This design comes from an exercise in tuning for small area on the open sky130 flow, not from production work. The RTL was checked by simulation tests, not by an equivalence proof against the original design.

tundra:
Design id_stage, start of the top module:
module id_stage #(
    parameter int REG_COUNT = 32
) (
    input  logic              clk_i,
    input  logic              reset_i,
    input  id_pkg::word_t     pc_i,
    input  id_pkg::word_t     ir_i,
    input  id_pkg::regaddr_t  ex_wb_addr_i,
    input  id_pkg::word_t     ex_wb_data_i,
    input  logic              ex_wb_valid_i,
    input  logic              ex_wb_ready_i,
    input  id_pkg::regaddr_t  ma_wb_addr_i,
    input  id_pkg::word_t     ma_wb_data_i,
    input  logic              ma_wb_valid_i,
    input  logic              ma_wb_ready_i,
    input  id_pkg::regaddr_t  wb_addr_i,
    input  id_pkg::word_t     wb_data_i,
    input  logic              wb_valid_i,
    output logic              ready_async_o,
    output id_pkg::word_t     jmp_addr_async_o,
    output logic              jmp_valid_async_o,
    output id_pkg::word_t     pc_o,
    output id_pkg::word_t     ir_o,
    output id_pkg::word_t     alu_op1_o,
    output id_pkg::word_t     alu_op2_o,
    output id_pkg::alu_mode_t alu_mode_o,
    output id_pkg::ma_mode_t  ma_mode_o,
    output id_pkg::ma_size_t  ma_size_o,
    output id_pkg::word_t     ma_data_o,
    output id_pkg::wb_src_t   wb_src_o,
    output id_pkg::word_t     wb_data_o,
    output logic              wb_valid_o,
    output logic              halt_o
);
    id_pkg::regaddr_t rs1, rs2;
    logic             ra_used, rb_used, is_jal, is_jalr, is_branch;
    logic [31:1]      sel1, sel2, valid;
    id_pkg::word_t    rf1, rf2, ra, rb;
    id_pkg::word_t    jmp_addr;
    logic             jmp_valid;
    logic             hazard;
    id_decoder u_decoder (
        .ir_i (ir_i), .rs1_o (rs1), .rs2_o (rs2),
        .ra_used_o (ra_used), .rb_used_o (rb_used),
        .is_jal_o (is_jal), .is_jalr_o (is_jalr), .is_branch_o (is_branch)
    );
    id_regfile u_regfile (
        .clk_i (clk_i), .reset_i (reset_i),
        .sel1_i (sel1), .rd_data1_o (rf1),
        .sel2_i (sel2), .rd_data2_o (rf2),
        .valid_o (valid),
  ...
==> flow/config.mk <==
export PLATFORM = sky130hd
export DESIGN_NAME = id_stage
export DESIGN_NICKNAME = id_stage
export VERILOG_FILES = /design/flow/design.v
export SDC_FILE = /design/flow/constraint.sdc
export NUM_CORES = 4
export LEC_CHECK = 0
export CAP_MARGIN = 10
export CORE_MARGIN = 2
export CORE_UTILIZATION = 50
export PLACE_DENSITY = 0.65
export SETUP_SLACK_MARGIN = 0.15
export SLEW_MARGIN = 10
export SYNTH_HIERARCHICAL = 1
export SYNTH_MINIMUM_KEEP_SIZE = 3000
==> flow/constraint.sdc <==
create_clock -name core_clock -period 12.0 [get_ports {clk_i}]
set_input_delay 2.4000 -clock core_clock [delete_from_list [all_inputs] [get_ports {clk_i}]]
set_output_delay 2.4000 -clock core_clock [all_outputs]
set_load 0.01 [all_outputs]
standard.sh (not shown) runs the stock make flow with config.mk's settings and CLKGATE_MAP_FILE= SYNTH_SCRIPT=/design/flow/synth_recipe.tcl, a recipe that flattens the netlist after the stock synthesis.
==> flow/flow/run.sh <==
#!/bin/bash
# The standard synthesis unchanged, then the standard flow's own ORFS layout steps with
# two changes: plain buf_1 cells as the port buffers, and a clock tree of
# clkbuf_8 cells without dummy loads. Each step's full log is kept by ORFS
# under orfs/logs/; this script's own output goes to synth.log and layout.log.
set -euo pipefail

bash standard.sh synth > synth.log 2>&1

bash standard.sh \
    "BUFFER_PORTS_ARGS=-buffer_cell sky130_fd_sc_hd__buf_1" \
    "CTS_ARGS=-sink_clustering_enable -repair_clock_nets -dont_use_dummy_load -buf_list sky130_fd_sc_hd__clkbuf_8 -sink_clustering_size 12 -sink_clustering_max_diameter 50" \
    finish > layout.log 2>&1
tundra: no failed stages, no open violations at the end
Setup changes, tundra to pepper
# tundra
export LEC_CHECK = 0
export CAP_MARGIN = 10
export CORE_MARGIN = 2
export CORE_UTILIZATION = 50
export PLACE_DENSITY = 0.65
export SETUP_SLACK_MARGIN = 0.15
export SLEW_MARGIN = 10
export SYNTH_HIERARCHICAL = 1
export SYNTH_MINIMUM_KEEP_SIZE = 3000
create_clock -name core_clock -period 12.0 [get_ports {clk_i}]
# pepper
export LEC_CHECK = 0
export CAP_MARGIN = 5
export CORE_MARGIN = 2
export CORE_UTILIZATION = 50
export PLACE_DENSITY = 0.65
export SETUP_SLACK_MARGIN = 0.15
export SLEW_MARGIN = 5
export SYNTH_HIERARCHICAL = 1
export SYNTH_MINIMUM_KEEP_SIZE = 3000
create_clock -name core_clock -period 12.0 [get_ports {clk_i}]
-- flow/flow/run.sh --
<<< tundra, line 11
    "BUFFER_PORTS_ARGS=-buffer_cell sky130_fd_sc_hd__buf_1" \
    "CTS_ARGS=-sink_clustering_enable -repair_clock_nets -dont_use_dummy_load -buf_list sky130_fd_sc_hd__clkbuf_8 -sink_clustering_size 12 -sink_clustering_max_diameter 50" \
    finish > layout.log 2>&1
>>> pepper, line 11
    "BUFFER_PORTS_ARGS=-buffer_cell sky130_fd_sc_hd__buf_1" \
    "CTS_ARGS=-sink_clustering_enable -repair_clock_nets -dont_use_dummy_load -buf_list sky130_fd_sc_hd__clkbuf_8 -sink_clustering_size 14 -sink_clustering_max_diameter 55" \
    finish > layout.log 2>&1
--- outcome ---
STATUS run=pepper STAGES=ALL_DONE FINAL_CHECKS=FAILED CAUSE=max-capacitance violations. Re count of nets after finishing: tundra and pepper aren't equal, and the lower value belongs to pepper. On pepper: sequential share of layout area is 0.26 points higher than what tundra gave. Comparing tundra and pepper, max-capacitance violation count is higher on pepper. Between tundra and pepper, the difference in worst hold slack after final layout is negligible.

-- static timing again, ports no longer ideal --
The results above use ideal ports. As a check the final layouts listed here were re-extracted and re-timed, cells and wires unchanged.
Step 1: set_driving_cell puts a clkbuf_16 on clk_i and a buf_2 on each other input, an assumption about the parent block.
Step 2, shift: input delay + t, output delay - t, t = (earliest + latest rising clock arrival at the registers) / 2. This alone moves slack from input paths to output paths.
Slacks: ideal / step 1 / step 2; pairs: ideal / step 1.
run | t, ns | slack for setup (ns) | clock arrival spread, ns | worst register clock-pin slew, ns
tundra | 0.887 | 0.389 / 0.365 / 0.365 | 0.091 / 0.091 | 0.09 / 0.09
pepper | 0.857 | 0.355 / 0.202 / 0.202 | 0.095 / 0.095 | 0.10 / 0.10
The setup slack of pepper, which loses most, moves by -0.153 ns with the drivers and by -0.153 ns with both steps.
